This design comes from an exercise in tuning for small area on the open sky130 flow, not from production work. Only simulation tests tie the RTL to the original design; equivalence was not proved. Power is estimated from default activity; no workload was simulated.

Setup of v32:
==> flow/design.v <==
package fpu_pkg;
  localparam logic [1:0] OP_NONE = 2'b00;
  localparam logic [1:0] OP_FADD = 2'b01;
  localparam logic [1:0] OP_FMUL = 2'b10;
  localparam logic [1:0] OP_RSVD = 2'b11;
endpackage
module fpu_seq (
  input  logic        clk,
  input  logic        reset,
  input  logic        Start,
  input  logic [1:0]  FPUOp,
  input  logic [31:0] SrcA,
  input  logic [31:0] SrcB,
  output logic [31:0] Result,
  output logic        Done,
  output logic        Busy,
  output logic [3:0]  FPUFlags
);
  localparam logic [3:0] S_IDLE = 4'd0;
  localparam logic [3:0] S_A1   = 4'd1;   
  localparam logic [3:0] S_A2   = 4'd2;   
  localparam logic [3:0] S_A3   = 4'd3;   
  localparam logic [3:0] S_AL   = 4'd4;   
  localparam logic [3:0] S_ML   = 4'd5;   
  localparam logic [3:0] S_M4   = 4'd6;   
  localparam logic [3:0] S_NORM = 4'd7;   
  localparam logic [3:0] S_PACK = 4'd8;   
  localparam logic [3:0] S_RSV  = 4'd9;   
  localparam logic [3:0] S_DONE = 4'd10;
  localparam logic [3:0] S_A5   = 4'd11;  
  localparam logic [3:0] S_A6   = 4'd12;  
  localparam logic [3:0] S_M3   = 4'd13;  
  logic [3:0]  r_state;
  logic [3:0]  w_next;
  logic [31:0] r_a;
  logic [31:0] r_b;
  logic [25:0] r_acc;
  logic [9:0]  r_ex;
  logic        r_swap;
  logic [7:0] w_eA, w_eB;
  logic       w_hA, w_hB, w_infA, w_infB;
  assign w_eA   = r_a[30:23];
  assign w_eB   = r_b[30:23];
  assign w_hA   = |w_eA;
  assign w_hB   = |w_eB;
  assign w_infA = &w_eA;
  assign w_infB = &w_eB;
  logic w_accZ, w_exNZ;
  assign w_accZ = ~|r_acc;
  assign w_exNZ = |r_ex;
  assign Result   = {r_a[31], r_ex[7:0], r_acc[23:1]};
  assign FPUFlags = {r_a[31], ~|r_ex[7:0], 1'b0, &r_ex[7:0]};
  assign Done     = (r_state == S_DONE);
  assign Busy     = (r_state != S_IDLE);
  logic        w_ySelB;    
  logic        w_yEn;      
  logic        w_sub;
  logic [24:0] w_x, w_y;
  logic [25:0] w_sum;
  assign w_x = r_acc[25:1] ^ {25{w_sub}};
  assign w_y = {w_yEn, (w_ySelB ? r_b[22:0] : r_a[22:0]) & {23{w_yEn}}, 1'b0};
  logic [25:0] w_c;
  assign w_c[0] = w_sub;
  for (genvar i = 0; i < 25; i++) begin : g_add
    assign w_sum[i]  = w_x[i] ^ w_y[i] ^ w_c[i];
    assign w_c[i+1]  = (w_x[i] & w_y[i]) | (w_c[i] & (w_x[i] ^ w_y[i]));
  end
  assign w_sum[25] = w_c[25];
  logic w_redo;
  assign w_redo = r_acc[25] & (r_a[31] ^ r_b[31]);
  logic [9:0] w_p, w_q, w_exSum;
  logic       w_cin;
  logic [10:0] w_ec;
  assign w_ec[0] = w_cin;
  for (genvar i = 0; i < 10; i++) begin : g_eadd
    assign w_exSum[i] = w_p[i] ^ w_q[i] ^ w_ec[i];
    assign w_ec[i+1]  = (w_p[i] & w_q[i]) | (w_ec[i] & (w_p[i] ^ w_q[i]));
  end
  logic w_ovf, w_unf, w_special;
  assign w_ovf     = ~r_ex[9] & (r_ex[8] | (&r_ex[7:0]));
  assign w_unf     = r_ex[9] | ~w_exNZ;
  assign w_special = (r_state == S_RSV) | w_infA | w_infB;
  logic       w_accept;
  logic [1:0] w_accOp;    
  logic       w_accNan;
  logic       w_bShift;
  logic [1:0] w_signOp;   
  assign w_accept = (r_state == S_IDLE) && Start && (FPUOp != 2'b00);
  always_comb begin
    w_next   = r_state;
    w_ySelB  = 1'b0;
    w_yEn    = 1'b0;
    w_sub    = 1'b0;
    w_p      = r_ex;
    w_q      = 10'd0;
    w_cin    = 1'b0;
    w_accOp  = 2'd0;
    w_accNan = 1'b0;
    w_bShift = 1'b0;
    w_signOp = 2'd0;
    case (r_state)
      S_IDLE: begin
        w_accOp = 2'd3;
        w_p     = 10'd0;
        w_q     = 10'h3E8;         
        if (w_accept) begin
          case (FPUOp)
            2'b01:   w_next = S_A1;
            2'b10:   w_next = S_ML;
            default: w_next = S_RSV;
          endcase
        end
      end
      S_A1: begin
        w_accOp = 2'd3;
        w_p    = {2'b00, w_eA};
        w_q    = {2'b11, ~w_eB};
        w_cin  = 1'b1;
        w_next = S_A2;
      end
      S_A2: begin
        w_ySelB = ~r_swap;
        w_yEn   = r_swap ? w_hA : w_hB;
        w_accOp = 2'd1;
        w_next  = S_A3;
      end
      S_A3: begin
        w_accOp = 2'd2;
        w_next  = S_AL;
      end
      S_AL: begin
        if (w_exNZ && !w_accZ) begin
          w_accOp = 2'd1;
          w_q     = {{9{~r_ex[9]}}, 1'b1};
        end else begin
          w_next  = S_A5;
        end
      end
      S_A5: begin
        w_ySelB  = r_swap;
        w_yEn    = r_swap ? w_hB : w_hA;
        w_sub    = r_a[31] ^ r_b[31];
        w_accOp  = 2'd1;
        w_p      = r_swap ? {2'b00, w_eB} : {2'b00, w_eA};
        w_signOp = 2'd2;
        w_next   = S_A6;
      end
      S_A6: begin
        w_next = w_redo ? S_A1 : S_NORM;
      end
      S_ML: begin
        w_yEn    = r_b[0] & w_hA & w_hB;
        w_accOp  = 2'd1;
        w_cin    = 1'b1;
        w_bShift = 1'b1;
        if (&r_ex) w_next = S_M3;
      end
      S_M3: begin
        w_p    = {2'b00, w_eA};
        w_q    = {2'b00, w_eB};
        w_next = S_M4;
      end
      S_M4: begin
        w_q      = 10'h381;        
        w_signOp = 2'd1;
        w_next   = S_NORM;
      end
      S_NORM: begin
        if (r_acc[25]) begin
          w_accOp = 2'd1;
          w_cin   = 1'b1;
          w_next  = S_PACK;
        end else if (!r_acc[24] && !w_accZ) begin
          w_accOp = 2'd2;
          w_q     = 10'h3FF;
        end else begin
          w_next = S_PACK;
        end
      end
      S_PACK, S_RSV: begin
        w_next = S_DONE;
        if (w_special) begin
          w_accOp  = 2'd3;
          w_accNan = 1'b1;
          w_p      = 10'd0;
          w_q      = 10'h0FF;
          w_signOp = 2'd3;
        end else if (!r_acc[24]) begin
          w_accOp  = 2'd3;
          w_p      = 10'd0;
          w_signOp = 2'd3;
        end else if (w_ovf) begin
          w_accOp  = 2'd3;
          w_p      = 10'd0;
          w_q      = 10'h0FF;
        end else if (w_unf) begin
          w_accOp  = 2'd3;
          w_p      = 10'd0;
          w_signOp = 2'd3;
        end
      end
      S_DONE: begin
        w_next = S_IDLE;
      end
      default: w_next = S_IDLE;
    endcase
  end
  always_ff @(posedge clk) begin
    if (!reset) r_state <= S_IDLE;
    else        r_state <= w_next;
  end
  always_ff @(posedge clk) begin
    r_ex <= w_exSum;
    case (w_accOp)
      2'd1:    r_acc <= {w_sum[25] ^ w_sub, w_sum[24:0]};
      2'd2:    r_acc <= {r_acc[24:0], 1'b0};
      2'd3:    r_acc <= {2'b00, w_accNan, 23'd0};
      default: ;
    endcase
    if (r_state == S_IDLE)    r_swap <= 1'b0;
    else if (r_state == S_A1) r_swap <= r_swap | w_exSum[9];
    else if (r_state == S_A6) r_swap <= r_swap ^ w_redo;
    if (w_accept) begin
      r_a <= SrcA;
      r_b <= SrcB;
    end else begin
      if (w_bShift) r_b[22:0] <= {w_hB, r_b[22:1]};
      case (w_signOp)
        2'd1:    r_a[31] <= r_a[31] ^ r_b[31];
        2'd2:    r_a[31] <= r_swap ? r_b[31] : r_a[31];
        2'd3:    r_a[31] <= 1'b0;
        default: ;
      endcase
    end
  end
endmodule
Settings: LEC_CHECK=0, ABC_AREA=1, CAP_MARGIN=0, CORE_MARGIN=2, CORE_UTILIZATION=65, SLEW_MARGIN=0; clock period 11.0 ns.
standard.sh (not shown) runs the stock make flow with config.mk's settings and CLKGATE_MAP_FILE= SYNTH_SCRIPT=/design/flow/synth_recipe.tcl, a recipe that flattens the netlist after the stock synthesis.
==> flow/flow/run.sh <==
#!/bin/bash
set -euo pipefail
export BUFFER_PORTS_ARGS="-buffer_cell sky130_fd_sc_hd__buf_1"
bash standard.sh > standard_flow.log 2>&1
v32 | stages: all done | timing, DRC, antenna: all pass
What v23 does differently from v32 at the input level:
==> flow/run.sh (new file) <==
#!/bin/bash
# synth_recipe.tcl (not shown) runs the flow's synth.tcl, then flattens the netlist and writes it again
# the make line also repeats each setting of config.mk as NAME=value (left out here)
make -C /OpenROAD-flow-scripts/flow DESIGN_CONFIG=/design/flow/config.mk WORK_HOME=/design/flow/orfs CLKGATE_MAP_FILE= SYNTH_SCRIPT=/design/flow/synth_recipe.tcl finish
diff --git a/flow/config.mk b/flow/config.mk
--- a/flow/config.mk
+++ b/flow/config.mk
@@ -9 +9 @@
-export CAP_MARGIN = 0
+export CAP_MARGIN = 20
@@ -11,2 +11,2 @@
-export CORE_UTILIZATION = 65
-export SLEW_MARGIN = 0
+export CORE_UTILIZATION = 40
+export SLEW_MARGIN = 20
removed: flow/flow/run.sh
removed: flow/standard.sh
Findings:
In summary, v23 completed successfully, with a layout that passed the timing, design-rule and antenna checks.
The final cycle utilization of the critical path on v32 is in line with that on v23.
Routed wire in v23 totals more than in v32.
Compared with v32, v23 shows a higher post-placement worst setup slack.
Die width (v23 vs. v32) increases by more than a quarter
The higher synthesis-to-layout area growth of v32 and v23 is in v23.
v32 -> v23: count of flip-flops and latches flat
Compared with v32, v23 is the more power-hungry design.
What v23 reported for final area has to be multiplied by 0.890 to get the figure for v32.
Input-level comparison between v1 and v23:
diff --git a/flow/config.mk b/flow/config.mk
--- a/flow/config.mk
+++ b/flow/config.mk
@@ -9 +9 @@
-export CAP_MARGIN = 20
+export CAP_MARGIN = 0
@@ -12 +12 @@
-export SLEW_MARGIN = 20
+export SLEW_MARGIN = 0
--- outcome ---
Looking at v1 and v23, the fmax is a wash.
Re adder-cell area share of the yosys netlist: no difference whatsoever between v1 and v23.
The iteration-0 DRC count of the detailed router was comparable across v1 and v23.
From v23 to v1, critical path depth did not move at all.
v1 -> v23: post-DP HPWL delta 0, exact match
--- input diff v1..v47 ---
==> flow/flow/run.sh (new file) <==
#!/bin/bash
# The standard layout with two changes:
#  - synthesis maps the logic with an area-oriented ABC script (flow/area.abc);
#    registers are untouched, so they are the standard synthesis's registers;
#  - the port buffers use the smallest buffer cell.
set -euo pipefail
W=$(pwd)
sed "s#^source \$::env(SCRIPTS_DIR)/synth_preamble.tcl#&\nset abc_args [list -script $W/flow/area.abc {*}[lrange \$abc_args 2 end]]#" \
  "$FLOW_HOME/scripts/synth.tcl" > my_synth.tcl
grep -q "flow/area.abc" my_synth.tcl
sed "s#source \$::env(SCRIPTS_DIR)/synth.tcl#source $W/my_synth.tcl#" synth_recipe.tcl > my_synth_recipe.tcl
grep -q "my_synth.tcl" my_synth_recipe.tcl
sed "s#SYNTH_SCRIPT=[^ ]*#SYNTH_SCRIPT=$W/my_synth_recipe.tcl#" standard.sh > my_standard.sh
grep -q "my_synth_recipe.tcl" my_standard.sh
export BUFFER_PORTS_ARGS="-buffer_cell sky130_fd_sc_hd__buf_1"
bash my_standard.sh > standard_flow.log 2>&1
==> flow/flow/area.abc (new file) <==
strash
&get -n
&st
&dch
&nf -R 1000
&st
&dch
&nf -R 1000
&put
topo
==> flow/standard.sh (new file) <==
#!/bin/bash
# synth_recipe.tcl (not shown) runs the flow's synth.tcl, then flattens the netlist and writes it again
# the make line also repeats each setting of config.mk as NAME=value (left out here)
make -C /OpenROAD-flow-scripts/flow DESIGN_CONFIG=/design/flow/config.mk WORK_HOME=/design/flow/orfs CLKGATE_MAP_FILE= SYNTH_SCRIPT=/design/flow/synth_recipe.tcl "${@:-finish}"
diff --git a/flow/config.mk b/flow/config.mk
--- a/flow/config.mk
+++ b/flow/config.mk
@@ -11 +11 @@
-export CORE_UTILIZATION = 40
+export CORE_UTILIZATION = 65
removed: flow/run.sh
==> run notes <==
Looking at number of buffer and inverter instances along the worst setup path, v47 sits 2 below v1.
Side by side, detail-routed net length per standard cell turned out higher in v47 than in v1.
Diff v1 -> v47 | non-clock buffer count | up by a few percent
Sequential power: v47 vs v1 up 3.3%
v47: no failed stages, no open violations at the end
The detailed-placement wirelength estimate of v47 falls short of that of v1 by about 20%.
Compared to v1, v47 shows a narrower setup margin.
First-pass GRT wire length (higher): v1
v1 -> v47: synthesized area decreased by a little under 10%

port drivers added, routing unchanged:
Ports are ideal in the flow. The routed layouts listed here were re-timed in OpenROAD. Step 1 (the two cells are an assumption about what drives the block):
set clk [get_ports {clk}]
set_driving_cell -lib_cell sky130_fd_sc_hd__clkbuf_16 $clk
set_driving_cell -lib_cell sky130_fd_sc_hd__buf_2 [delete_from_list [all_inputs] $clk]
Step 2 moves the port delays by t, midway between the first and last clock arrival at a register: inputs arrive t later, outputs are due t later. That takes back most of the time a late clock gives input paths. Slacks: ideal ports / drivers / drivers and shift; pairs: ideal ports / drivers.
run	shift t [ns]	setup slack, ns	worst setup path after step 2	worst slew at a driven data input, ns
v32	0.407	0.436 / 0.436 / 0.436	register to register	0.04
v23	0.387	0.434 / 0.434 / 0.434	register to register	0.05
v1	0.387	0.434 / 0.434 / 0.434	register to register	0.05
v47	0.399	0.266 / 0.266 / 0.266	register to register	0.04
After both steps setup and hold are still met in every run listed.
